Source: an optimization exercise on an open RTL-to-GDS flow (aim: small area, a short achievable clock period and few clock cycles per item). Production flows keep margins and buffers that such runs may drop.
No functional check of the RTL was part of any run shown here.
Power and IR drop assume default switching activity.

==> flow/design.v (outline; a module is shown in full before it is edited, if it fits) <==
// module gemm_top: 1540 lines
module gemm_top (
    input  logic           clk,
    input  logic           rst,
    input  logic           start,
    input  logic           p_wr_en,
    input  logic [1:0]     p_wr_addr,
    input  logic [31:0]    p_wr_data,
    input  logic           q_wr_en,
    input  logic [1:0]     q_wr_addr,
    input  logic [15:0]    q_wr_data,
    input  logic           r_wr_en,
    input  logic [1:0]     r_wr_addr,
    input  logic [127:0]   r_wr_data,
    input  logic           r_rd_en,
    input  logic [1:0]     r_rd_addr,
    output logic           busy,
    output logic           done,
    output logic [127:0]   c_out,
    output logic           c_valid
);
  // ...
==> flow/flow/run.sh <==
#!/bin/bash
set -euo pipefail
export BUFFER_PORTS_ARGS="-buffer_cell sky130_fd_sc_hd__buf_2"
bash standard.sh finish > flow_make.log 2>&1
==> flow/standard.sh <==
#!/bin/bash
# synth_recipe.tcl (not shown) runs the flow's synth.tcl, then flattens the netlist and writes it again
# the make line also repeats each setting of config.mk as NAME=value (left out here)
make -C /OpenROAD-flow-scripts/flow DESIGN_CONFIG=/design/flow/config.mk WORK_HOME=/design/flow/orfs CLKGATE_MAP_FILE= SYNTH_SCRIPT=/design/flow/synth_recipe.tcl "${@:-finish}"
==> flow/config.mk <==
export PLATFORM = sky130hd
export DESIGN_NAME = gemm_top
export DESIGN_NICKNAME = gemm_top
export VERILOG_FILES = /design/flow/design.v
export SDC_FILE = /design/flow/constraint.sdc
export NUM_CORES = 4
export LEC_CHECK = 0
export ABC_CLOCK_PERIOD_IN_PS = 2800
export CAP_MARGIN = 20
export CORE_MARGIN = 2
export CORE_UTILIZATION = 50
export SETUP_SLACK_MARGIN = 2.2
export SLEW_MARGIN = 20
==> flow/constraint.sdc <==
create_clock -name core_clock -period 5.0 [get_ports {clk}]
set_input_delay 1.0000 -clock core_clock [delete_from_list [all_inputs] [get_ports {clk}]]
set_output_delay 1.0000 -clock core_clock [all_outputs]
set_load 0.01 [all_outputs]
==> out/qor.yml, run 1 <==
worst_setup_path:
  timing.rr.end: "r_mem[3][85]$_DFFE_PP_"
  critPathLaunchType: "register"
  cp_slowest_stage_delay_ps: 490
  cp.depth: 13
  crit_buf_inv: 3
  crit_type: "register to register"
routing:
  postRouteAntennaNets: 0
  drtIter0Drc: 4026
  first_pass_iters: 6
  wirelength_mm: 175.2
  dr_wl_met3_mm: 13.57
  vias: 44693
global_route:
  grt_pass1_wl_mm: 260.4
  grt_pass1_vias: 41670
  antenna_found_initial: 11
place:
  place_congestion: 0.9153
  dpl.cell_count: 7226
  portBuffers: 321
synthesis:
  synth.mux.area_fraction: 0.01951
  synth_area_leaders: "edfxtp_1 (36%), dfxtp_1 (14%), fa_1 (9.0%), nand2_1 (6.2%), a21oi_1 (3.4%)"
  synth_top_family_by_area: "adder cells"
  synthTopCellsByCount: "nand2_1 (977), edfxtp_1 (704), a21oi_1 (404)"
  synth_simple_gate_area_share: 0.1285
  synthAdderAreaFrac: 0.1424
  yosysTopAreaCell: "edfxtp_1"
floorplan:
  die-height_um: 347.1
finish:
  multi_input_area_share: 0.4157
  utilization: 0.5995
  n_antenna_cell: 5
  fillers: 9607
  fin_nets: 6633
  regArea_um2: 29130
  largest-register: "r_mem"
  final_common_cell: "nand2_1"
  n_clock_buffer: 146
  largest_reg_flops: 512
run_status:
  status: "timing/DRC/antenna clean"
power_and_ir_drop:
  pg_clk_mw: 8.97
  power_per_cell_area_nw_per_um2: 665.4
  net-switching-power_mw: 18.20
  ir_drop_mv: 0.3631
timing:
  period_share: 0.7072
  tightest_slew_ps: 1042
clock_network:
  post_cts_buffers: 113
  cts_tree: "yes"
==> run 2: changes to the inputs <==
--- a/flow/design.v
+++ b/flow/design.v
@@ -917,7 +917,7 @@
         a1_q_3_11_0 <= s1x3_150;
         a1_q_3_11_1 <= s1x3_152;
     end
-    logic s2x0_1, s2x0_2, s2x0_3, s2x0_4, s2x0_5, s2x0_6, s2x0_7, s2x0_8, s2x0_9, s2x0_10, s2x0_11, s2x0_12, s2x0_13, s2x0_14, s2x0_15, s2x0_16, s2x0_17, s2x0_18, s2x0_19, s2x0_20, s2x0_21, s2x0_22, s2x0_23, s2x0_24, s2x0_25, s2x0_26, s2x0_27, s2x0_28, s2x0_29, s2x0_30, s2x0_31, s2x0_32, s2x0_33, s2x0_34, s2x0_35, s2x0_36, s2x0_37, s2x0_38, s2x0_39, s2x0_40, s2x0_41, s2x0_42, s2x0_43, s2x0_44, s2x0_45, s2x0_46, s2x0_47, s2x0_48, s2x0_49, s2x0_50;
+    logic s2x0_1, s2x0_2, s2x0_3, s2x0_4, s2x0_5, s2x0_6, s2x0_7, s2x0_8, s2x0_9, s2x0_10, s2x0_11, s2x0_12, s2x0_13, s2x0_14, s2x0_15, s2x0_16, s2x0_17, s2x0_18, s2x0_19, s2x0_20, s2x0_21, s2x0_22, s2x0_23, s2x0_24, s2x0_25, s2x0_26, s2x0_27, s2x0_28, s2x0_29, s2x0_30, s2x0_31, s2x0_32, s2x0_33, s2x0_34, s2x0_35, s2x0_36, s2x0_37, s2x0_38, s2x0_39, s2x0_40, s2x0_41, s2x0_42, s2x0_43, s2x0_44, s2x0_45, s2x0_46, s2x0_47, s2x0_48, s2x0_49, s2x0_50, s2x0_51, s2x0_52;
     assign s2x0_1 = a1_q_0_2_0 ^ a1_q_0_2_1 ^ a1_q_0_2_2;
     assign s2x0_2 = (a1_q_0_2_0 & a1_q_0_2_1) | (a1_q_0_2_0 & a1_q_0_2_2) | (a1_q_0_2_1 & a1_q_0_2_2);
     assign s2x0_3 = a1_q_0_2_3 ^ a1_q_0_2_4;
@@ -962,13 +962,15 @@
     assign s2x0_42 = (a1_q_0_9_3 & s2x0_34) | (a1_q_0_9_3 & s2x0_39) | (s2x0_34 & s2x0_39);
     assign s2x0_43 = s2x0_36 ^ s2x0_41;
     assign s2x0_44 = s2x0_36 & s2x0_41;
-    assign s2x0_45 = a1_q_0_10_0 ^ a1_q_0_10_1 ^ s2x0_40;
-    assign s2x0_46 = (a1_q_0_10_0 & a1_q_0_10_1) | (a1_q_0_10_0 & s2x0_40) | (a1_q_0_10_1 & s2x0_40);
-    assign s2x0_47 = s2x0_42 ^ s2x0_45;
-    assign s2x0_48 = s2x0_42 & s2x0_45;
-    assign s2x0_49 = a1_q_0_11_0 ^ a1_q_0_11_1 ^ s2x0_46;
-    assign s2x0_50 = (a1_q_0_11_0 & a1_q_0_11_1) | (a1_q_0_11_0 & s2x0_46) | (a1_q_0_11_1 & s2x0_46);
-    logic s2x1_1, s2x1_2, s2x1_3, s2x1_4, s2x1_5, s2x1_6, s2x1_7, s2x1_8, s2x1_9, s2x1_10, s2x1_11, s2x1_12, s2x1_13, s2x1_14, s2x1_15, s2x1_16, s2x1_17, s2x1_18, s2x1_19, s2x1_20, s2x1_21, s2x1_22, s2x1_23, s2x1_24, s2x1_25, s2x1_26, s2x1_27, s2x1_28, s2x1_29, s2x1_30, s2x1_31, s2x1_32, s2x1_33, s2x1_34, s2x1_35, s2x1_36, s2x1_37, s2x1_38, s2x1_39, s2x1_40, s2x1_41, s2x1_42, s2x1_43, s2x1_44, s2x1_45, s2x1_46, s2x1_47, s2x1_48, s2x1_49, s2x1_50;
+    assign s2x0_45 = 1'b1 ^ a1_q_0_10_0 ^ a1_q_0_10_1;
+    assign s2x0_46 = (1'b1 & a1_q_0_10_0) | (1'b1 & a1_q_0_10_1) | (a1_q_0_10_0 & a1_q_0_10_1);
+    assign s2x0_47 = s2x0_40 ^ s2x0_45 ^ s2x0_42;
+    assign s2x0_48 = (s2x0_40 & s2x0_45) | (s2x0_40 & s2x0_42) | (s2x0_45 & s2x0_42);
+    assign s2x0_49 = 1'b1 ^ a1_q_0_11_0 ^ a1_q_0_11_1;
+    assign s2x0_50 = (1'b1 & a1_q_0_11_0) | (1'b1 & a1_q_0_11_1) | (a1_q_0_11_0 & a1_q_0_11_1);
+    assign s2x0_51 = s2x0_46 ^ s2x0_49;
+    assign s2x0_52 = s2x0_46 & s2x0_49;
+    logic s2x1_1, s2x1_2, s2x1_3, s2x1_4, s2x1_5, s2x1_6, s2x1_7, s2x1_8, s2x1_9, s2x1_10, s2x1_11, s2x1_12, s2x1_13, s2x1_14, s2x1_15, s2x1_16, s2x1_17, s2x1_18, s2x1_19, s2x1_20, s2x1_21, s2x1_22, s2x1_23, s2x1_24, s2x1_25, s2x1_26, s2x1_27, s2x1_28, s2x1_29, s2x1_30, s2x1_31, s2x1_32, s2x1_33, s2x1_34, s2x1_35, s2x1_36, s2x1_37, s2x1_38, s2x1_39, s2x1_40, s2x1_41, s2x1_42, s2x1_43, s2x1_44, s2x1_45, s2x1_46, s2x1_47, s2x1_48, s2x1_49, s2x1_50, s2x1_51, s2x1_52;
     assign s2x1_1 = a1_q_1_2_0 ^ a1_q_1_2_1 ^ a1_q_1_2_2;
     assign s2x1_2 = (a1_q_1_2_0 & a1_q_1_2_1) | (a1_q_1_2_0 & a1_q_1_2_2) | (a1_q_1_2_1 & a1_q_1_2_2);
     assign s2x1_3 = a1_q_1_2_3 ^ a1_q_1_2_4;
@@ -1013,13 +1015,15 @@
     assign s2x1_42 = (a1_q_1_9_3 & s2x1_34) | (a1_q_1_9_3 & s2x1_39) | (s2x1_34 & s2x1_39);
     assign s2x1_43 = s2x1_36 ^ s2x1_41;
     assign s2x1_44 = s2x1_36 & s2x1_41;
-    assign s2x1_45 = a1_q_1_10_0 ^ a1_q_1_10_1 ^ s2x1_40;
-    assign s2x1_46 = (a1_q_1_10_0 & a1_q_1_10_1) | (a1_q_1_10_0 & s2x1_40) | (a1_q_1_10_1 & s2x1_40);
-    assign s2x1_47 = s2x1_42 ^ s2x1_45;
-    assign s2x1_48 = s2x1_42 & s2x1_45;
-    assign s2x1_49 = a1_q_1_11_0 ^ a1_q_1_11_1 ^ s2x1_46;
-    assign s2x1_50 = (a1_q_1_11_0 & a1_q_1_11_1) | (a1_q_1_11_0 & s2x1_46) | (a1_q_1_11_1 & s2x1_46);
-    logic s2x2_1, s2x2_2, s2x2_3, s2x2_4, s2x2_5, s2x2_6, s2x2_7, s2x2_8, s2x2_9, s2x2_10, s2x2_11, s2x2_12, s2x2_13, s2x2_14, s2x2_15, s2x2_16, s2x2_17, s2x2_18, s2x2_19, s2x2_20, s2x2_21, s2x2_22, s2x2_23, s2x2_24, s2x2_25, s2x2_26, s2x2_27, s2x2_28, s2x2_29, s2x2_30, s2x2_31, s2x2_32, s2x2_33, s2x2_34, s2x2_35, s2x2_36, s2x2_37, s2x2_38, s2x2_39, s2x2_40, s2x2_41, s2x2_42, s2x2_43, s2x2_44, s2x2_45, s2x2_46, s2x2_47, s2x2_48, s2x2_49, s2x2_50;
+    assign s2x1_45 = 1'b1 ^ a1_q_1_10_0 ^ a1_q_1_10_1;
+    assign s2x1_46 = (1'b1 & a1_q_1_10_0) | (1'b1 & a1_q_1_10_1) | (a1_q_1_10_0 & a1_q_1_10_1);
+    assign s2x1_47 = s2x1_40 ^ s2x1_45 ^ s2x1_42;
+    assign s2x1_48 = (s2x1_40 & s2x1_45) | (s2x1_40 & s2x1_42) | (s2x1_45 & s2x1_42);
+    assign s2x1_49 = 1'b1 ^ a1_q_1_11_0 ^ a1_q_1_11_1;
+    assign s2x1_50 = (1'b1 & a1_q_1_11_0) | (1'b1 & a1_q_1_11_1) | (a1_q_1_11_0 & a1_q_1_11_1);
+    assign s2x1_51 = s2x1_46 ^ s2x1_49;
+    assign s2x1_52 = s2x1_46 & s2x1_49;
+    logic s2x2_1, s2x2_2, s2x2_3, s2x2_4, s2x2_5, s2x2_6, s2x2_7, s2x2_8, s2x2_9, s2x2_10, s2x2_11, s2x2_12, s2x2_13, s2x2_14, s2x2_15, s2x2_16, s2x2_17, s2x2_18, s2x2_19, s2x2_20, s2x2_21, s2x2_22, s2x2_23, s2x2_24, s2x2_25, s2x2_26, s2x2_27, s2x2_28, s2x2_29, s2x2_30, s2x2_31, s2x2_32, s2x2_33, s2x2_34, s2x2_35, s2x2_36, s2x2_37, s2x2_38, s2x2_39, s2x2_40, s2x2_41, s2x2_42, s2x2_43, s2x2_44, s2x2_45, s2x2_46, s2x2_47, s2x2_48, s2x2_49, s2x2_50, s2x2_51, s2x2_52;
     assign s2x2_1 = a1_q_2_2_0 ^ a1_q_2_2_1 ^ a1_q_2_2_2;
     assign s2x2_2 = (a1_q_2_2_0 & a1_q_2_2_1) | (a1_q_2_2_0 & a1_q_2_2_2) | (a1_q_2_2_1 & a1_q_2_2_2);
     assign s2x2_3 = a1_q_2_2_3 ^ a1_q_2_2_4;
@@ -1064,13 +1068,15 @@
     assign s2x2_42 = (a1_q_2_9_3 & s2x2_34) | (a1_q_2_9_3 & s2x2_39) | (s2x2_34 & s2x2_39);
     assign s2x2_43 = s2x2_36 ^ s2x2_41;
     assign s2x2_44 = s2x2_36 & s2x2_41;
-    assign s2x2_45 = a1_q_2_10_0 ^ a1_q_2_10_1 ^ s2x2_40;
-    assign s2x2_46 = (a1_q_2_10_0 & a1_q_2_10_1) | (a1_q_2_10_0 & s2x2_40) | (a1_q_2_10_1 & s2x2_40);
-    assign s2x2_47 = s2x2_42 ^ s2x2_45;
-    assign s2x2_48 = s2x2_42 & s2x2_45;
-    assign s2x2_49 = a1_q_2_11_0 ^ a1_q_2_11_1 ^ s2x2_46;
-    assign s2x2_50 = (a1_q_2_11_0 & a1_q_2_11_1) | (a1_q_2_11_0 & s2x2_46) | (a1_q_2_11_1 & s2x2_46);
-    logic s2x3_1, s2x3_2, s2x3_3, s2x3_4, s2x3_5, s2x3_6, s2x3_7, s2x3_8, s2x3_9, s2x3_10, s2x3_11, s2x3_12, s2x3_13, s2x3_14, s2x3_15, s2x3_16, s2x3_17, s2x3_18, s2x3_19, s2x3_20, s2x3_21, s2x3_22, s2x3_23, s2x3_24, s2x3_25, s2x3_26, s2x3_27, s2x3_28, s2x3_29, s2x3_30, s2x3_31, s2x3_32, s2x3_33, s2x3_34, s2x3_35, s2x3_36, s2x3_37, s2x3_38, s2x3_39, s2x3_40, s2x3_41, s2x3_42, s2x3_43, s2x3_44, s2x3_45, s2x3_46, s2x3_47, s2x3_48, s2x3_49, s2x3_50;
+    assign s2x2_45 = 1'b1 ^ a1_q_2_10_0 ^ a1_q_2_10_1;
+    assign s2x2_46 = (1'b1 & a1_q_2_10_0) | (1'b1 & a1_q_2_10_1) | (a1_q_2_10_0 & a1_q_2_10_1);
+    assign s2x2_47 = s2x2_40 ^ s2x2_45 ^ s2x2_42;
+    assign s2x2_48 = (s2x2_40 & s2x2_45) | (s2x2_40 & s2x2_42) | (s2x2_45 & s2x2_42);
+    assign s2x2_49 = 1'b1 ^ a1_q_2_11_0 ^ a1_q_2_11_1;
+    assign s2x2_50 = (1'b1 & a1_q_2_11_0) | (1'b1 & a1_q_2_11_1) | (a1_q_2_11_0 & a1_q_2_11_1);
+    assign s2x2_51 = s2x2_46 ^ s2x2_49;
+    assign s2x2_52 = s2x2_46 & s2x2_49;
+    logic s2x3_1, s2x3_2, s2x3_3, s2x3_4, s2x3_5, s2x3_6, s2x3_7, s2x3_8, s2x3_9, s2x3_10, s2x3_11, s2x3_12, s2x3_13, s2x3_14, s2x3_15, s2x3_16, s2x3_17, s2x3_18, s2x3_19, s2x3_20, s2x3_21, s2x3_22, s2x3_23, s2x3_24, s2x3_25, s2x3_26, s2x3_27, s2x3_28, s2x3_29, s2x3_30, s2x3_31, s2x3_32, s2x3_33, s2x3_34, s2x3_35, s2x3_36, s2x3_37, s2x3_38, s2x3_39, s2x3_40, s2x3_41, s2x3_42, s2x3_43, s2x3_44, s2x3_45, s2x3_46, s2x3_47, s2x3_48, s2x3_49, s2x3_50, s2x3_51, s2x3_52;
     assign s2x3_1 = a1_q_3_2_0 ^ a1_q_3_2_1 ^ a1_q_3_2_2;
     assign s2x3_2 = (a1_q_3_2_0 & a1_q_3_2_1) | (a1_q_3_2_0 & a1_q_3_2_2) | (a1_q_3_2_1 & a1_q_3_2_2);
     assign s2x3_3 = a1_q_3_2_3 ^ a1_q_3_2_4;
@@ -1115,13 +1121,15 @@
     assign s2x3_42 = (a1_q_3_9_3 & s2x3_34) | (a1_q_3_9_3 & s2x3_39) | (s2x3_34 & s2x3_39);
     assign s2x3_43 = s2x3_36 ^ s2x3_41;
     assign s2x3_44 = s2x3_36 & s2x3_41;
-    assign s2x3_45 = a1_q_3_10_0 ^ a1_q_3_10_1 ^ s2x3_40;
-    assign s2x3_46 = (a1_q_3_10_0 & a1_q_3_10_1) | (a1_q_3_10_0 & s2x3_40) | (a1_q_3_10_1 & s2x3_40);
-    assign s2x3_47 = s2x3_42 ^ s2x3_45;
-    assign s2x3_48 = s2x3_42 & s2x3_45;
-    assign s2x3_49 = a1_q_3_11_0 ^ a1_q_3_11_1 ^ s2x3_46;
-    assign s2x3_50 = (a1_q_3_11_0 & a1_q_3_11_1) | (a1_q_3_11_0 & s2x3_46) | (a1_q_3_11_1 & s2x3_46);
-    logic cs_q_0_0_0, cs_q_0_0_1, cs_q_0_1_0, cs_q_0_1_1, cs_q_0_2_0, cs_q_0_2_1, cs_q_0_3_0, cs_q_0_3_1, cs_q_0_4_0, cs_q_0_4_1, cs_q_0_5_0, cs_q_0_5_1, cs_q_0_6_0, cs_q_0_6_1, cs_q_0_7_0, cs_q_0_7_1, cs_q_0_8_0, cs_q_0_8_1, cs_q_0_9_0, cs_q_0_9_1, cs_q_0_10_0, cs_q_0_10_1, cs_q_0_11_0, cs_q_0_11_1, cs_q_0_12_0, cs_q_1_0_0, cs_q_1_0_1, cs_q_1_1_0, cs_q_1_1_1, cs_q_1_2_0, cs_q_1_2_1, cs_q_1_3_0, cs_q_1_3_1, cs_q_1_4_0, cs_q_1_4_1, cs_q_1_5_0, cs_q_1_5_1, cs_q_1_6_0, cs_q_1_6_1, cs_q_1_7_0, cs_q_1_7_1, cs_q_1_8_0, cs_q_1_8_1, cs_q_1_9_0, cs_q_1_9_1, cs_q_1_10_0, cs_q_1_10_1, cs_q_1_11_0, cs_q_1_11_1, cs_q_1_12_0, cs_q_2_0_0, cs_q_2_0_1, cs_q_2_1_0, cs_q_2_1_1, cs_q_2_2_0, cs_q_2_2_1, cs_q_2_3_0, cs_q_2_3_1, cs_q_2_4_0, cs_q_2_4_1, cs_q_2_5_0, cs_q_2_5_1, cs_q_2_6_0, cs_q_2_6_1, cs_q_2_7_0, cs_q_2_7_1, cs_q_2_8_0, cs_q_2_8_1, cs_q_2_9_0, cs_q_2_9_1, cs_q_2_10_0, cs_q_2_10_1, cs_q_2_11_0, cs_q_2_11_1, cs_q_2_12_0, cs_q_3_0_0, cs_q_3_0_1, cs_q_3_1_0, cs_q_3_1_1, cs_q_3_2_0, cs_q_3_2_1, cs_q_3_3_0, cs_q_3_3_1, cs_q_3_4_0, cs_q_3_4_1, cs_q_3_5_0, cs_q_3_5_1, cs_q_3_6_0, cs_q_3_6_1, cs_q_3_7_0, cs_q_3_7_1, cs_q_3_8_0, cs_q_3_8_1, cs_q_3_9_0, cs_q_3_9_1, cs_q_3_10_0, cs_q_3_10_1, cs_q_3_11_0, cs_q_3_11_1, cs_q_3_12_0;
+    assign s2x3_45 = 1'b1 ^ a1_q_3_10_0 ^ a1_q_3_10_1;
+    assign s2x3_46 = (1'b1 & a1_q_3_10_0) | (1'b1 & a1_q_3_10_1) | (a1_q_3_10_0 & a1_q_3_10_1);
+    assign s2x3_47 = s2x3_40 ^ s2x3_45 ^ s2x3_42;
+    assign s2x3_48 = (s2x3_40 & s2x3_45) | (s2x3_40 & s2x3_42) | (s2x3_45 & s2x3_42);
+    assign s2x3_49 = 1'b1 ^ a1_q_3_11_0 ^ a1_q_3_11_1;
+    assign s2x3_50 = (1'b1 & a1_q_3_11_0) | (1'b1 & a1_q_3_11_1) | (a1_q_3_11_0 & a1_q_3_11_1);
+    assign s2x3_51 = s2x3_46 ^ s2x3_49;
+    assign s2x3_52 = s2x3_46 & s2x3_49;
+    logic cs_q_0_0_0, cs_q_0_0_1, cs_q_0_1_0, cs_q_0_1_1, cs_q_0_2_0, cs_q_0_2_1, cs_q_0_3_0, cs_q_0_3_1, cs_q_0_4_0, cs_q_0_4_1, cs_q_0_5_0, cs_q_0_5_1, cs_q_0_6_0, cs_q_0_6_1, cs_q_0_7_0, cs_q_0_7_1, cs_q_0_8_0, cs_q_0_8_1, cs_q_0_9_0, cs_q_0_9_1, cs_q_0_10_0, cs_q_0_10_1, cs_q_0_11_0, cs_q_0_11_1, cs_q_0_12_0, cs_q_0_12_1, cs_q_0_13_0, cs_q_1_0_0, cs_q_1_0_1, cs_q_1_1_0, cs_q_1_1_1, cs_q_1_2_0, cs_q_1_2_1, cs_q_1_3_0, cs_q_1_3_1, cs_q_1_4_0, cs_q_1_4_1, cs_q_1_5_0, cs_q_1_5_1, cs_q_1_6_0, cs_q_1_6_1, cs_q_1_7_0, cs_q_1_7_1, cs_q_1_8_0, cs_q_1_8_1, cs_q_1_9_0, cs_q_1_9_1, cs_q_1_10_0, cs_q_1_10_1, cs_q_1_11_0, cs_q_1_11_1, cs_q_1_12_0, cs_q_1_12_1, cs_q_1_13_0, cs_q_2_0_0, cs_q_2_0_1, cs_q_2_1_0, cs_q_2_1_1, cs_q_2_2_0, cs_q_2_2_1, cs_q_2_3_0, cs_q_2_3_1, cs_q_2_4_0, cs_q_2_4_1, cs_q_2_5_0, cs_q_2_5_1, cs_q_2_6_0, cs_q_2_6_1, cs_q_2_7_0, cs_q_2_7_1, cs_q_2_8_0, cs_q_2_8_1, cs_q_2_9_0, cs_q_2_9_1, cs_q_2_10_0, cs_q_2_10_1, cs_q_2_11_0, cs_q_2_11_1, cs_q_2_12_0, cs_q_2_12_1, cs_q_2_13_0, cs_q_3_0_0, cs_q_3_0_1, cs_q_3_1_0, cs_q_3_1_1, cs_q_3_2_0, cs_q_3_2_1, cs_q_3_3_0, cs_q_3_3_1, cs_q_3_4_0, cs_q_3_4_1, cs_q_3_5_0, cs_q_3_5_1, cs_q_3_6_0, cs_q_3_6_1, cs_q_3_7_0, cs_q_3_7_1, cs_q_3_8_0, cs_q_3_8_1, cs_q_3_9_0, cs_q_3_9_1, cs_q_3_10_0, cs_q_3_10_1, cs_q_3_11_0, cs_q_3_11_1, cs_q_3_12_0, cs_q_3_12_1, cs_q_3_13_0;
     always_ff @(posedge clk) begin
         cs_q_0_0_0 <= a1_q_0_0_0;
         cs_q_0_0_1 <= a1_q_0_0_1;
@@ -1143,11 +1151,13 @@
         cs_q_0_8_1 <= s2x0_37;
         cs_q_0_9_0 <= s2x0_38;
         cs_q_0_9_1 <= s2x0_43;
-        cs_q_0_10_0 <= s2x0_47;
-        cs_q_0_10_1 <= s2x0_44;
-        cs_q_0_11_0 <= s2x0_48;
-        cs_q_0_11_1 <= s2x0_49;
+        cs_q_0_10_0 <= s2x0_44;
+        cs_q_0_10_1 <= s2x0_47;
+        cs_q_0_11_0 <= s2x0_51;
+        cs_q_0_11_1 <= s2x0_48;
         cs_q_0_12_0 <= s2x0_50;
+        cs_q_0_12_1 <= s2x0_52;
+        cs_q_0_13_0 <= 1'b1;
         cs_q_1_0_0 <= a1_q_1_0_0;
         cs_q_1_0_1 <= a1_q_1_0_1;
         cs_q_1_1_0 <= a1_q_1_1_0;
@@ -1168,11 +1178,13 @@
         cs_q_1_8_1 <= s2x1_37;
         cs_q_1_9_0 <= s2x1_38;
         cs_q_1_9_1 <= s2x1_43;
-        cs_q_1_10_0 <= s2x1_47;
-        cs_q_1_10_1 <= s2x1_44;
-        cs_q_1_11_0 <= s2x1_48;
-        cs_q_1_11_1 <= s2x1_49;
+        cs_q_1_10_0 <= s2x1_44;
+        cs_q_1_10_1 <= s2x1_47;
+        cs_q_1_11_0 <= s2x1_51;
+        cs_q_1_11_1 <= s2x1_48;
         cs_q_1_12_0 <= s2x1_50;
+        cs_q_1_12_1 <= s2x1_52;
+        cs_q_1_13_0 <= 1'b1;
         cs_q_2_0_0 <= a1_q_2_0_0;
         cs_q_2_0_1 <= a1_q_2_0_1;
         cs_q_2_1_0 <= a1_q_2_1_0;
@@ -1193,11 +1205,13 @@
         cs_q_2_8_1 <= s2x2_37;
         cs_q_2_9_0 <= s2x2_38;
         cs_q_2_9_1 <= s2x2_43;
-        cs_q_2_10_0 <= s2x2_47;
-        cs_q_2_10_1 <= s2x2_44;
-        cs_q_2_11_0 <= s2x2_48;
-        cs_q_2_11_1 <= s2x2_49;
+        cs_q_2_10_0 <= s2x2_44;
+        cs_q_2_10_1 <= s2x2_47;
+        cs_q_2_11_0 <= s2x2_51;
+        cs_q_2_11_1 <= s2x2_48;
         cs_q_2_12_0 <= s2x2_50;
+        cs_q_2_12_1 <= s2x2_52;
+        cs_q_2_13_0 <= 1'b1;
         cs_q_3_0_0 <= a1_q_3_0_0;
         cs_q_3_0_1 <= a1_q_3_0_1;
         cs_q_3_1_0 <= a1_q_3_1_0;
@@ -1218,14 +1232,16 @@
         cs_q_3_8_1 <= s2x3_37;
         cs_q_3_9_0 <= s2x3_38;
         cs_q_3_9_1 <= s2x3_43;
-        cs_q_3_10_0 <= s2x3_47;
-        cs_q_3_10_1 <= s2x3_44;
-        cs_q_3_11_0 <= s2x3_48;
-        cs_q_3_11_1 <= s2x3_49;
+        cs_q_3_10_0 <= s2x3_44;
+        cs_q_3_10_1 <= s2x3_47;
+        cs_q_3_11_0 <= s2x3_51;
+        cs_q_3_11_1 <= s2x3_48;
         cs_q_3_12_0 <= s2x3_50;
+        cs_q_3_12_1 <= s2x3_52;
+        cs_q_3_13_0 <= 1'b1;
     end
     logic [127:0] wb_sum;
-    logic wbx0_1, wbx0_2, wbx0_3, wbx0_4, wbx0_5, wbx0_6, wbx0_7, wbx0_8, wbx0_9, wbx0_10, wbx0_11, wbx0_12, wbx0_13, wbx0_14, wbx0_15, wbx0_16, wbx0_17, wbx0_18, wbx0_19, wbx0_20, wbx0_21, wbx0_22, wbx0_23, wbx0_24, wbx0_25, wbx0_26, wbx0_27, wbx0_28, wbx0_29, wbx0_30, wbx0_31, wbx0_32;
+    logic wbx0_1, wbx0_2, wbx0_3, wbx0_4, wbx0_5, wbx0_6, wbx0_7, wbx0_8, wbx0_9, wbx0_10, wbx0_11, wbx0_12, wbx0_13, wbx0_14, wbx0_15, wbx0_16, wbx0_17, wbx0_18, wbx0_19, wbx0_20, wbx0_21, wbx0_22, wbx0_23, wbx0_24, wbx0_25, wbx0_26, wbx0_27, wbx0_28;
     assign wbx0_1 = cs_q_0_0_0 ^ cs_q_0_0_1;
     assign wbx0_2 = cs_q_0_0_0 & cs_q_0_0_1;
     assign wbx0_3 = cs_q_0_1_0 ^ cs_q_0_1_1 ^ rd_q[1];
@@ -1246,21 +1262,17 @@
     assign wbx0_18 = (cs_q_0_8_0 & cs_q_0_8_1) | (cs_q_0_8_0 & rd_q[8]) | (cs_q_0_8_1 & rd_q[8]);
     assign wbx0_19 = cs_q_0_9_0 ^ cs_q_0_9_1 ^ rd_q[9];
     assign wbx0_20 = (cs_q_0_9_0 & cs_q_0_9_1) | (cs_q_0_9_0 & rd_q[9]) | (cs_q_0_9_1 & rd_q[9]);
-    assign wbx0_21 = 1'b1 ^ cs_q_0_10_0 ^ cs_q_0_10_1;
-    assign wbx0_22 = (1'b1 & cs_q_0_10_0) | (1'b1 & cs_q_0_10_1) | (cs_q_0_10_0 & cs_q_0_10_1);
-    assign wbx0_23 = rd_q[10] ^ wbx0_20;
-    assign wbx0_24 = rd_q[10] & wbx0_20;
-    assign wbx0_25 = 1'b1 ^ cs_q_0_11_0 ^ cs_q_0_11_1;
-    assign wbx0_26 = (1'b1 & cs_q_0_11_0) | (1'b1 & cs_q_0_11_1) | (cs_q_0_11_0 & cs_q_0_11_1);
-    assign wbx0_27 = rd_q[11] ^ wbx0_22 ^ wbx0_25;
-    assign wbx0_28 = (rd_q[11] & wbx0_22) | (rd_q[11] & wbx0_25) | (wbx0_22 & wbx0_25);
-    assign wbx0_29 = cs_q_0_12_0 ^ rd_q[12] ^ wbx0_26;
-    assign wbx0_30 = (cs_q_0_12_0 & rd_q[12]) | (cs_q_0_12_0 & wbx0_26) | (rd_q[12] & wbx0_26);
-    assign wbx0_31 = 1'b1 ^ rd_q[13];
-    assign wbx0_32 = 1'b1 & rd_q[13];
+    assign wbx0_21 = cs_q_0_10_0 ^ cs_q_0_10_1 ^ rd_q[10];
+    assign wbx0_22 = (cs_q_0_10_0 & cs_q_0_10_1) | (cs_q_0_10_0 & rd_q[10]) | (cs_q_0_10_1 & rd_q[10]);
+    assign wbx0_23 = cs_q_0_11_0 ^ cs_q_0_11_1 ^ rd_q[11];
+    assign wbx0_24 = (cs_q_0_11_0 & cs_q_0_11_1) | (cs_q_0_11_0 & rd_q[11]) | (cs_q_0_11_1 & rd_q[11]);
+    assign wbx0_25 = cs_q_0_12_0 ^ cs_q_0_12_1 ^ rd_q[12];
+    assign wbx0_26 = (cs_q_0_12_0 & cs_q_0_12_1) | (cs_q_0_12_0 & rd_q[12]) | (cs_q_0_12_1 & rd_q[12]);
+    assign wbx0_27 = cs_q_0_13_0 ^ rd_q[13];
+    assign wbx0_28 = cs_q_0_13_0 & rd_q[13];
     logic [15:0] t0, ra0, rb0;
-    assign ra0 = {1'b0, wbx0_32, wbx0_31, wbx0_28, wbx0_24, wbx0_21, wbx0_18, wbx0_16, wbx0_14, wbx0_12, wbx0_10, wbx0_8, wbx0_6, wbx0_4, wbx0_2, rd_q[0]};
-    assign rb0 = {1'b0, 1'b0, wbx0_30, wbx0_29, wbx0_27, wbx0_23, wbx0_19, wbx0_17, wbx0_15, wbx0_13, wbx0_11, wbx0_9, wbx0_7, wbx0_5, wbx0_3, wbx0_1};
+    assign ra0 = {1'b0, wbx0_28, wbx0_27, wbx0_24, wbx0_22, wbx0_20, wbx0_18, wbx0_16, wbx0_14, wbx0_12, wbx0_10, wbx0_8, wbx0_6, wbx0_4, wbx0_2, rd_q[0]};
+    assign rb0 = {1'b0, 1'b0, wbx0_26, wbx0_25, wbx0_23, wbx0_21, wbx0_19, wbx0_17, wbx0_15, wbx0_13, wbx0_11, wbx0_9, wbx0_7, wbx0_5, wbx0_3, wbx0_1};
     assign t0 = ra0 + rb0;
     logic [17:0] hi0, inc0, dec0;
     assign hi0 = rd_q[14+:18];
@@ -1301,7 +1313,7 @@
     assign inc0[17] = hi0[17] ^ (&hi0[16:0]);
     assign dec0[17] = hi0[17] ^ ~(|hi0[16:0]);
     assign wb_sum[0+:32] = {t0[15] ? inc0 : (t0[14] ? hi0 : dec0), t0[13:0]};
-    logic wbx1_1, wbx1_2, wbx1_3, wbx1_4, wbx1_5, wbx1_6, wbx1_7, wbx1_8, wbx1_9, wbx1_10, wbx1_11, wbx1_12, wbx1_13, wbx1_14, wbx1_15, wbx1_16, wbx1_17, wbx1_18, wbx1_19, wbx1_20, wbx1_21, wbx1_22, wbx1_23, wbx1_24, wbx1_25, wbx1_26, wbx1_27, wbx1_28, wbx1_29, wbx1_30, wbx1_31, wbx1_32;
+    logic wbx1_1, wbx1_2, wbx1_3, wbx1_4, wbx1_5, wbx1_6, wbx1_7, wbx1_8, wbx1_9, wbx1_10, wbx1_11, wbx1_12, wbx1_13, wbx1_14, wbx1_15, wbx1_16, wbx1_17, wbx1_18, wbx1_19, wbx1_20, wbx1_21, wbx1_22, wbx1_23, wbx1_24, wbx1_25, wbx1_26, wbx1_27, wbx1_28;
     assign wbx1_1 = cs_q_1_0_0 ^ cs_q_1_0_1;
     assign wbx1_2 = cs_q_1_0_0 & cs_q_1_0_1;
     assign wbx1_3 = cs_q_1_1_0 ^ cs_q_1_1_1 ^ rd_q[33];
@@ -1322,21 +1334,17 @@
     assign wbx1_18 = (cs_q_1_8_0 & cs_q_1_8_1) | (cs_q_1_8_0 & rd_q[40]) | (cs_q_1_8_1 & rd_q[40]);
     assign wbx1_19 = cs_q_1_9_0 ^ cs_q_1_9_1 ^ rd_q[41];
     assign wbx1_20 = (cs_q_1_9_0 & cs_q_1_9_1) | (cs_q_1_9_0 & rd_q[41]) | (cs_q_1_9_1 & rd_q[41]);
-    assign wbx1_21 = 1'b1 ^ cs_q_1_10_0 ^ cs_q_1_10_1;
-    assign wbx1_22 = (1'b1 & cs_q_1_10_0) | (1'b1 & cs_q_1_10_1) | (cs_q_1_10_0 & cs_q_1_10_1);
-    assign wbx1_23 = rd_q[42] ^ wbx1_20;
-    assign wbx1_24 = rd_q[42] & wbx1_20;
-    assign wbx1_25 = 1'b1 ^ cs_q_1_11_0 ^ cs_q_1_11_1;
-    assign wbx1_26 = (1'b1 & cs_q_1_11_0) | (1'b1 & cs_q_1_11_1) | (cs_q_1_11_0 & cs_q_1_11_1);
-    assign wbx1_27 = rd_q[43] ^ wbx1_22 ^ wbx1_25;
-    assign wbx1_28 = (rd_q[43] & wbx1_22) | (rd_q[43] & wbx1_25) | (wbx1_22 & wbx1_25);
-    assign wbx1_29 = cs_q_1_12_0 ^ rd_q[44] ^ wbx1_26;
-    assign wbx1_30 = (cs_q_1_12_0 & rd_q[44]) | (cs_q_1_12_0 & wbx1_26) | (rd_q[44] & wbx1_26);
-    assign wbx1_31 = 1'b1 ^ rd_q[45];
-    assign wbx1_32 = 1'b1 & rd_q[45];
+    assign wbx1_21 = cs_q_1_10_0 ^ cs_q_1_10_1 ^ rd_q[42];
+    assign wbx1_22 = (cs_q_1_10_0 & cs_q_1_10_1) | (cs_q_1_10_0 & rd_q[42]) | (cs_q_1_10_1 & rd_q[42]);
+    assign wbx1_23 = cs_q_1_11_0 ^ cs_q_1_11_1 ^ rd_q[43];
+    assign wbx1_24 = (cs_q_1_11_0 & cs_q_1_11_1) | (cs_q_1_11_0 & rd_q[43]) | (cs_q_1_11_1 & rd_q[43]);
+    assign wbx1_25 = cs_q_1_12_0 ^ cs_q_1_12_1 ^ rd_q[44];
+    assign wbx1_26 = (cs_q_1_12_0 & cs_q_1_12_1) | (cs_q_1_12_0 & rd_q[44]) | (cs_q_1_12_1 & rd_q[44]);
+    assign wbx1_27 = cs_q_1_13_0 ^ rd_q[45];
+    assign wbx1_28 = cs_q_1_13_0 & rd_q[45];
     logic [15:0] t1, ra1, rb1;
-    assign ra1 = {1'b0, wbx1_32, wbx1_31, wbx1_28, wbx1_24, wbx1_21, wbx1_18, wbx1_16, wbx1_14, wbx1_12, wbx1_10, wbx1_8, wbx1_6, wbx1_4, wbx1_2, rd_q[32]};
-    assign rb1 = {1'b0, 1'b0, wbx1_30, wbx1_29, wbx1_27, wbx1_23, wbx1_19, wbx1_17, wbx1_15, wbx1_13, wbx1_11, wbx1_9, wbx1_7, wbx1_5, wbx1_3, wbx1_1};
+    assign ra1 = {1'b0, wbx1_28, wbx1_27, wbx1_24, wbx1_22, wbx1_20, wbx1_18, wbx1_16, wbx1_14, wbx1_12, wbx1_10, wbx1_8, wbx1_6, wbx1_4, wbx1_2, rd_q[32]};
+    assign rb1 = {1'b0, 1'b0, wbx1_26, wbx1_25, wbx1_23, wbx1_21, wbx1_19, wbx1_17, wbx1_15, wbx1_13, wbx1_11, wbx1_9, wbx1_7, wbx1_5, wbx1_3, wbx1_1};
     assign t1 = ra1 + rb1;
     logic [17:0] hi1, inc1, dec1;
     assign hi1 = rd_q[46+:18];
@@ -1377,7 +1385,7 @@
     assign inc1[17] = hi1[17] ^ (&hi1[16:0]);
     assign dec1[17] = hi1[17] ^ ~(|hi1[16:0]);
     assign wb_sum[32+:32] = {t1[15] ? inc1 : (t1[14] ? hi1 : dec1), t1[13:0]};
-    logic wbx2_1, wbx2_2, wbx2_3, wbx2_4, wbx2_5, wbx2_6, wbx2_7, wbx2_8, wbx2_9, wbx2_10, wbx2_11, wbx2_12, wbx2_13, wbx2_14, wbx2_15, wbx2_16, wbx2_17, wbx2_18, wbx2_19, wbx2_20, wbx2_21, wbx2_22, wbx2_23, wbx2_24, wbx2_25, wbx2_26, wbx2_27, wbx2_28, wbx2_29, wbx2_30, wbx2_31, wbx2_32;
+    logic wbx2_1, wbx2_2, wbx2_3, wbx2_4, wbx2_5, wbx2_6, wbx2_7, wbx2_8, wbx2_9, wbx2_10, wbx2_11, wbx2_12, wbx2_13, wbx2_14, wbx2_15, wbx2_16, wbx2_17, wbx2_18, wbx2_19, wbx2_20, wbx2_21, wbx2_22, wbx2_23, wbx2_24, wbx2_25, wbx2_26, wbx2_27, wbx2_28;
     assign wbx2_1 = cs_q_2_0_0 ^ cs_q_2_0_1;
     assign wbx2_2 = cs_q_2_0_0 & cs_q_2_0_1;
     assign wbx2_3 = cs_q_2_1_0 ^ cs_q_2_1_1 ^ rd_q[65];
@@ -1398,21 +1406,17 @@
     assign wbx2_18 = (cs_q_2_8_0 & cs_q_2_8_1) | (cs_q_2_8_0 & rd_q[72]) | (cs_q_2_8_1 & rd_q[72]);
     assign wbx2_19 = cs_q_2_9_0 ^ cs_q_2_9_1 ^ rd_q[73];
     assign wbx2_20 = (cs_q_2_9_0 & cs_q_2_9_1) | (cs_q_2_9_0 & rd_q[73]) | (cs_q_2_9_1 & rd_q[73]);
-    assign wbx2_21 = 1'b1 ^ cs_q_2_10_0 ^ cs_q_2_10_1;
-    assign wbx2_22 = (1'b1 & cs_q_2_10_0) | (1'b1 & cs_q_2_10_1) | (cs_q_2_10_0 & cs_q_2_10_1);
-    assign wbx2_23 = rd_q[74] ^ wbx2_20;
-    assign wbx2_24 = rd_q[74] & wbx2_20;
-    assign wbx2_25 = 1'b1 ^ cs_q_2_11_0 ^ cs_q_2_11_1;
-    assign wbx2_26 = (1'b1 & cs_q_2_11_0) | (1'b1 & cs_q_2_11_1) | (cs_q_2_11_0 & cs_q_2_11_1);
-    assign wbx2_27 = rd_q[75] ^ wbx2_22 ^ wbx2_25;
-    assign wbx2_28 = (rd_q[75] & wbx2_22) | (rd_q[75] & wbx2_25) | (wbx2_22 & wbx2_25);
-    assign wbx2_29 = cs_q_2_12_0 ^ rd_q[76] ^ wbx2_26;
-    assign wbx2_30 = (cs_q_2_12_0 & rd_q[76]) | (cs_q_2_12_0 & wbx2_26) | (rd_q[76] & wbx2_26);
-    assign wbx2_31 = 1'b1 ^ rd_q[77];
-    assign wbx2_32 = 1'b1 & rd_q[77];
+    assign wbx2_21 = cs_q_2_10_0 ^ cs_q_2_10_1 ^ rd_q[74];
+    assign wbx2_22 = (cs_q_2_10_0 & cs_q_2_10_1) | (cs_q_2_10_0 & rd_q[74]) | (cs_q_2_10_1 & rd_q[74]);
+    assign wbx2_23 = cs_q_2_11_0 ^ cs_q_2_11_1 ^ rd_q[75];
+    assign wbx2_24 = (cs_q_2_11_0 & cs_q_2_11_1) | (cs_q_2_11_0 & rd_q[75]) | (cs_q_2_11_1 & rd_q[75]);
+    assign wbx2_25 = cs_q_2_12_0 ^ cs_q_2_12_1 ^ rd_q[76];
+    assign wbx2_26 = (cs_q_2_12_0 & cs_q_2_12_1) | (cs_q_2_12_0 & rd_q[76]) | (cs_q_2_12_1 & rd_q[76]);
+    assign wbx2_27 = cs_q_2_13_0 ^ rd_q[77];
+    assign wbx2_28 = cs_q_2_13_0 & rd_q[77];
     logic [15:0] t2, ra2, rb2;
-    assign ra2 = {1'b0, wbx2_32, wbx2_31, wbx2_28, wbx2_24, wbx2_21, wbx2_18, wbx2_16, wbx2_14, wbx2_12, wbx2_10, wbx2_8, wbx2_6, wbx2_4, wbx2_2, rd_q[64]};
-    assign rb2 = {1'b0, 1'b0, wbx2_30, wbx2_29, wbx2_27, wbx2_23, wbx2_19, wbx2_17, wbx2_15, wbx2_13, wbx2_11, wbx2_9, wbx2_7, wbx2_5, wbx2_3, wbx2_1};
+    assign ra2 = {1'b0, wbx2_28, wbx2_27, wbx2_24, wbx2_22, wbx2_20, wbx2_18, wbx2_16, wbx2_14, wbx2_12, wbx2_10, wbx2_8, wbx2_6, wbx2_4, wbx2_2, rd_q[64]};
+    assign rb2 = {1'b0, 1'b0, wbx2_26, wbx2_25, wbx2_23, wbx2_21, wbx2_19, wbx2_17, wbx2_15, wbx2_13, wbx2_11, wbx2_9, wbx2_7, wbx2_5, wbx2_3, wbx2_1};
     assign t2 = ra2 + rb2;
     logic [17:0] hi2, inc2, dec2;
     assign hi2 = rd_q[78+:18];
@@ -1453,7 +1457,7 @@
     assign inc2[17] = hi2[17] ^ (&hi2[16:0]);
     assign dec2[17] = hi2[17] ^ ~(|hi2[16:0]);
     assign wb_sum[64+:32] = {t2[15] ? inc2 : (t2[14] ? hi2 : dec2), t2[13:0]};
-    logic wbx3_1, wbx3_2, wbx3_3, wbx3_4, wbx3_5, wbx3_6, wbx3_7, wbx3_8, wbx3_9, wbx3_10, wbx3_11, wbx3_12, wbx3_13, wbx3_14, wbx3_15, wbx3_16, wbx3_17, wbx3_18, wbx3_19, wbx3_20, wbx3_21, wbx3_22, wbx3_23, wbx3_24, wbx3_25, wbx3_26, wbx3_27, wbx3_28, wbx3_29, wbx3_30, wbx3_31, wbx3_32;
+    logic wbx3_1, wbx3_2, wbx3_3, wbx3_4, wbx3_5, wbx3_6, wbx3_7, wbx3_8, wbx3_9, wbx3_10, wbx3_11, wbx3_12, wbx3_13, wbx3_14, wbx3_15, wbx3_16, wbx3_17, wbx3_18, wbx3_19, wbx3_20, wbx3_21, wbx3_22, wbx3_23, wbx3_24, wbx3_25, wbx3_26, wbx3_27, wbx3_28;
     assign wbx3_1 = cs_q_3_0_0 ^ cs_q_3_0_1;
     assign wbx3_2 = cs_q_3_0_0 & cs_q_3_0_1;
     assign wbx3_3 = cs_q_3_1_0 ^ cs_q_3_1_1 ^ rd_q[97];
@@ -1474,21 +1478,17 @@
     assign wbx3_18 = (cs_q_3_8_0 & cs_q_3_8_1) | (cs_q_3_8_0 & rd_q[104]) | (cs_q_3_8_1 & rd_q[104]);
     assign wbx3_19 = cs_q_3_9_0 ^ cs_q_3_9_1 ^ rd_q[105];
     assign wbx3_20 = (cs_q_3_9_0 & cs_q_3_9_1) | (cs_q_3_9_0 & rd_q[105]) | (cs_q_3_9_1 & rd_q[105]);
-    assign wbx3_21 = 1'b1 ^ cs_q_3_10_0 ^ cs_q_3_10_1;
-    assign wbx3_22 = (1'b1 & cs_q_3_10_0) | (1'b1 & cs_q_3_10_1) | (cs_q_3_10_0 & cs_q_3_10_1);
-    assign wbx3_23 = rd_q[106] ^ wbx3_20;
-    assign wbx3_24 = rd_q[106] & wbx3_20;
-    assign wbx3_25 = 1'b1 ^ cs_q_3_11_0 ^ cs_q_3_11_1;
-    assign wbx3_26 = (1'b1 & cs_q_3_11_0) | (1'b1 & cs_q_3_11_1) | (cs_q_3_11_0 & cs_q_3_11_1);
-    assign wbx3_27 = rd_q[107] ^ wbx3_22 ^ wbx3_25;
-    assign wbx3_28 = (rd_q[107] & wbx3_22) | (rd_q[107] & wbx3_25) | (wbx3_22 & wbx3_25);
-    assign wbx3_29 = cs_q_3_12_0 ^ rd_q[108] ^ wbx3_26;
-    assign wbx3_30 = (cs_q_3_12_0 & rd_q[108]) | (cs_q_3_12_0 & wbx3_26) | (rd_q[108] & wbx3_26);
-    assign wbx3_31 = 1'b1 ^ rd_q[109];
-    assign wbx3_32 = 1'b1 & rd_q[109];
+    assign wbx3_21 = cs_q_3_10_0 ^ cs_q_3_10_1 ^ rd_q[106];
+    assign wbx3_22 = (cs_q_3_10_0 & cs_q_3_10_1) | (cs_q_3_10_0 & rd_q[106]) | (cs_q_3_10_1 & rd_q[106]);
+    assign wbx3_23 = cs_q_3_11_0 ^ cs_q_3_11_1 ^ rd_q[107];
+    assign wbx3_24 = (cs_q_3_11_0 & cs_q_3_11_1) | (cs_q_3_11_0 & rd_q[107]) | (cs_q_3_11_1 & rd_q[107]);
+    assign wbx3_25 = cs_q_3_12_0 ^ cs_q_3_12_1 ^ rd_q[108];
+    assign wbx3_26 = (cs_q_3_12_0 & cs_q_3_12_1) | (cs_q_3_12_0 & rd_q[108]) | (cs_q_3_12_1 & rd_q[108]);
+    assign wbx3_27 = cs_q_3_13_0 ^ rd_q[109];
+    assign wbx3_28 = cs_q_3_13_0 & rd_q[109];
     logic [15:0] t3, ra3, rb3;
-    assign ra3 = {1'b0, wbx3_32, wbx3_31, wbx3_28, wbx3_24, wbx3_21, wbx3_18, wbx3_16, wbx3_14, wbx3_12, wbx3_10, wbx3_8, wbx3_6, wbx3_4, wbx3_2, rd_q[96]};
-    assign rb3 = {1'b0, 1'b0, wbx3_30, wbx3_29, wbx3_27, wbx3_23, wbx3_19, wbx3_17, wbx3_15, wbx3_13, wbx3_11, wbx3_9, wbx3_7, wbx3_5, wbx3_3, wbx3_1};
+    assign ra3 = {1'b0, wbx3_28, wbx3_27, wbx3_24, wbx3_22, wbx3_20, wbx3_18, wbx3_16, wbx3_14, wbx3_12, wbx3_10, wbx3_8, wbx3_6, wbx3_4, wbx3_2, rd_q[96]};
+    assign rb3 = {1'b0, 1'b0, wbx3_26, wbx3_25, wbx3_23, wbx3_21, wbx3_19, wbx3_17, wbx3_15, wbx3_13, wbx3_11, wbx3_9, wbx3_7, wbx3_5, wbx3_3, wbx3_1};
     assign t3 = ra3 + rb3;
     logic [17:0] hi3, inc3, dec3;
     assign hi3 = rd_q[110+:18];
==> flow/run.sh (new file) <==
#!/bin/bash
# synth_recipe.tcl (not shown) runs the flow's synth.tcl, then flattens the netlist and writes it again
# the make line also repeats each setting of config.mk as NAME=value (left out here)
make -C /OpenROAD-flow-scripts/flow DESIGN_CONFIG=/design/flow/config.mk WORK_HOME=/design/flow/orfs CLKGATE_MAP_FILE= SYNTH_SCRIPT=/design/flow/synth_recipe.tcl finish
removed: flow/flow/run.sh
removed: flow/standard.sh
==> run 2 against run 1 <==
- still clean
- combinational power fell by 2%
- sequential share of layout area fell by 0.31 points
- critical path depth rose by 1
- maximum frequency rose by 3.7%
- non-clock buffer count fell by 22
- first-iteration DRC count fell by 12%
- final cell count fell by 1.4%
- die area fell by 0.77%
- sequential power barely moved
- final area rose by 1.4%
- clock skew rose by 8.2 ps
- critical path type unchanged
==> out/qor.yml, run 2 <==
synthesis:
  syn_area_um2: 58400
  synthXorXnorAreaFrac: 0.02894
  synth.mux.area_fraction: 0.01613  # -0.003383
  synth_compound_area_frac: 0.1384
  synth_top_area_share: 0.3620
  synth_cell_type_count: 83
  ys_ff_latch: 1106
  synthAdderAreaFrac: 0.1426  # +0.0002534
  synthTopCellsByCount: "nand2_1 (963), edfxtp_1 (704), dfxtp_1 (402)"
  synth_edf_count: 704
  synthCells: 5645
  async_reset_ff_frac: 0
  synth_most_common_cell: "nand2_1"
  yosysWarnings: 4
  synthesis.nets: 6257
  synth_sequential_area_ratio: 0.4998
  synth_area_leaders: "edfxtp_1 (36%), dfxtp_1 (14%), fa_1 (9.0%), nand2_1 (6.2%), a21oi_1 (3.4%)"
  synth_simple_gate_area_share: 0.1250  # -0.003518
  yosysTopAreaCell: "edfxtp_1"
  synth_top_family_by_area: "adder cells"
  avgSynthCellArea_um2: 10.35
  synth_ff_type: "edfxtp_1"
timing:
  max-slew-margin-rel: 0.4076
  slew_violations: 0
  fin_tns_setup_ps: 0
  hold_viol_final: 0
  setup_viol: 0
  fmax_mhz: 293.2
  period_share: 0.6821  # -0.02510
  fin_worst_skew_ps: 45.70
  rsz0062_at_grt: "yes"
  tightest_slew_ps: 888.6  # -153.0 ps
  period_needed_ps: 3410
power_and_ir_drop:
  clock_power_share: 0.189
  power_per_cell_area_nw_per_um2: 644.2  # -3.2%
  power_frac_comb: 0.514
  p_leak_nw: 27.11
  net-switching-power_mw: 17.99  # -1.2%
  sw_frac_of_total: 0.3942
  seqPwrFrac: 0.297
  design_power_total_mw: 45.64
  intPower_mw: 27.65
  ir_drop_mv: 0.4985  # +37%
finish:
  utilization: 0.6105  # +0.01093
  layout_common_cells: "nand2_1 (950), edfxtp_1 (704), a21oi_1 (369)"
  drive_gt1_frac: 0.1475
  final_common_cell: "nand2_1"
  largest-register: "r_mem"
  fin_nets: 6523  # -1.7%
  largest_reg_flops: 512  # unchanged
  multiInputGateArea_um2: 28490
  area_delta_synth_final_pct: 21.30
  stdcell_count: 7540
  reg.largest.list: "r_mem (512), p_mem (128), rd_q (128)"
  regArea_um2: 29330  # +0.66%
  fillers: 9409  # -2.1%
  final_area_um2: 70840
min_path:
  min-delay-start: "a1_q_1_1_1$_DFF_P_"
  hold_depth: 0
  whs_endpoint: "cs_q_1_1_1$_DFF_P_"
  hold_path.class: "register to register"
routing:
  wirelength_mm: 172.8  # -1.3%
  remaining_drc_errors: 0
  routedWlPerCell_um: 22.92
  viasPerCell: 5.814
  first_pass_iters: 8  # +2
  vias: 43836  # -1.9%
  drtIter0Drc: 3524  # -12%
  postRouteAntennaNets: 0  # unchanged
floorplan:
  die-height_um: 345.8  # -0.38%
  pin_count: 322
  die_area_um2: 119600
  dieWidth_um: 345.8
  core_area_um2: 116000
  rows: 125
  start_util: 0.5033
place:
  hpwl_mm: 115.4
  place_congestion: 0.8884  # -2.9%
  portBuffers: 321  # unchanged
  postPlaceCellArea_um2: 63320
  dpl.cell_count: 7150  # -1.1%
global_route:
  antenna_found_initial: 3  # -8
  grt_pass1_vias: 41534  # -0.33%
  overflow: 0
  grt_pass1_wl_mm: 256.7  # -1.4%
  grt_usage: 0.2801
  grt_max_degree: 137
clock_network:
  htreeDepth: 3
  cts_hold_buf: 0
  cts_root_buf: "clkbuf_16"
  cts_num_sinks: 1106
  clk_path_buf_depth: 3
  path_clk_slew_ps: 60
  clock_latency_ps: 740
  cts_inserted_buffers: 116
  cts_tree: "yes"
worst_setup_path:
  r2r_start: "cs_q_2_1_1$_DFF_P_"
  crit_fanout: 8
  worstPathArrival_ps: 3860
  critPathLaunchType: "register"
  reg2reg_depth: 14
  worst-r2r-setup-slack_ps: 1590
  end_kind: "register"
  timing.rr.end: "r_mem[1][88]$_DFFE_PP_"
  crit_type: "register to register"
  required_ps: 5450
run_status:
  status: "timing/DRC/antenna clean"
run:
  drv_cap: 0
==> run 2: cell types whose count changed after synthesis, sizes merged, moves of 10 or more <==
cell,before,now
o21ai,327,337
buf,63,53
inv,341,319
nand4,38,25
a31oi,147,137
nand2,977,963
o2111ai,1,18
mux2i,45,21
==> run 2: area by class of cell <==
cell class | count | share of cell area
Clock buffer | 167 | 0.04806
Antenna cell | 1 | 0.00003532
Inverter | 321 | 0.01734
Tap cell | 1524 | 0.02692
Timing Repair Buffer | 581 | 0.08442
Clock inverter | 55 | 0.007135
Sequential cell | 1106 | 0.4139
Multi-Input combinational cell | 3785 | 0.4021
==> run 2: logic make-up (layout without fill, tap and decap cells) <==
logic type	after synthesis	in the layout
adders and majority gates	529	529
other	0	1
and+or+nand+nor	1642	1642
muxes	86	86
xor gates and xnor gates	193	193
AOI/OAI and AO/OA	1332	1335
DFF	1106	1106
buffers and inverters	757	1124
==> run 2: how the worst max path moves through the flow <==
stage / depth (start not counted) / slack [ps] / to / startpoint
floorplan: 2 / -710 / r_mem[0][0]$_DFFE_PP_ / r_wr_en
global placement: 12 / 1060 / r_mem[2][118]$_DFFE_PP_ / cs_q_3_1_1$_DFF_P_
detailed placement: 12 / 1010 / r_mem[2][91]$_DFFE_PP_ / rd_q[65]$_DFF_P_
CTS: 11 / 1630 / r_mem[0][26]$_DFFE_PP_ / cs_q_0_1_1$_DFF_P_
global route: 14 / 1510 / r_mem[1][88]$_DFFE_PP_ / cs_q_2_1_1$_DFF_P_
finish: 14 / 1590 / r_mem[1][88]$_DFFE_PP_ / cs_q_2_1_1$_DFF_P_
==> run 2: power by group through the flow <==
stage	Combinational, mW	Sequential (mW)	Clock, mW
5_1_grt	25.5	13.7	9.11
6_report	23.5	13.5	8.62
3_5_place_dp	17.8	13.8	0
4_1_cts	21.4	13.6	8.76
3_3_place_gp	17.6	13.7	0
2_1_floorplan	12.0	13.2	0
==> run 2: metrics by stage <==
| stage | worst slack [ps] | hold WS [ps] |
|---|---|---|
| after floorplan | -706.0 | 309.6 |
| after global placement | 1057 | 314.8 |
| after detailed placement | 1010 | 316.8 |
| after CTS | 1626 | 294.9 |
| after global routing | 1506 | 302.9 |
| final | 1590 | 293.1 |
==> run 2: repair_timing <==
item / 4_1_cts / 5_1_grt
setup endpoints to repair: 544 / 458
cloned: 9 / 1
pin swaps: 129 / 113
resized for setup: 348 / 197
setup buffers: 100 / 57
==> run 2: layer usage <==
layer  GRT usage  vias to the layer above  wire length, um
met5           0                        -               27
met4     0.09643                        4             6616
met3     0.03706                      305            11560
met2      0.4607                     1653            81390
met1      0.3827                    21516            73240
li1            -                    20358                -
==> run 2: critical path, stage by stage (launching register included) <==
cell and delay [ps]:
dfxtp_2 320, inv_2 30, fa_1 550, inv_2 50, buf_6 110, ha_4 220
a211oi_4 280, o21bai_2 110, o311ai_1 270, buf_4 200, a41o_4 290, buf_6 160
o211ai_1 110, mux2i_1 210, nand3_1 190

-- what the ideal ports hide --
No port has a modelled driver above. Below, the same layouts with a new extraction and two added sets of constraints. Step 1 sets driving cells, clkbuf_16 on the clock port and buf_2 on the other inputs (assumed; they add their load-dependent delay and slew). Step 2, shift: input delay + t, output delay - t, t = (earliest + latest rising clock arrival at the registers) / 2. This alone moves slack from input paths to output paths. a / b / c = no drivers / after step 1 / after step 2; a / b = the first two.
| run | shift t [ns] | setup WS [ns] | worst data-port slew with drivers (ns) |
|---|---|---|---|
| run 1 | 0.780 | 1.464 / 1.464 / 1.464 | 0.12 |
| run 2 | 0.802 | 1.590 / 1.590 / 1.456 | 0.14 |
After both steps setup and hold are still met in every run listed. For run 2, which loses most, drivers alone change the setup slack by 0.000 ns; drivers and shift together by -0.134 ns.
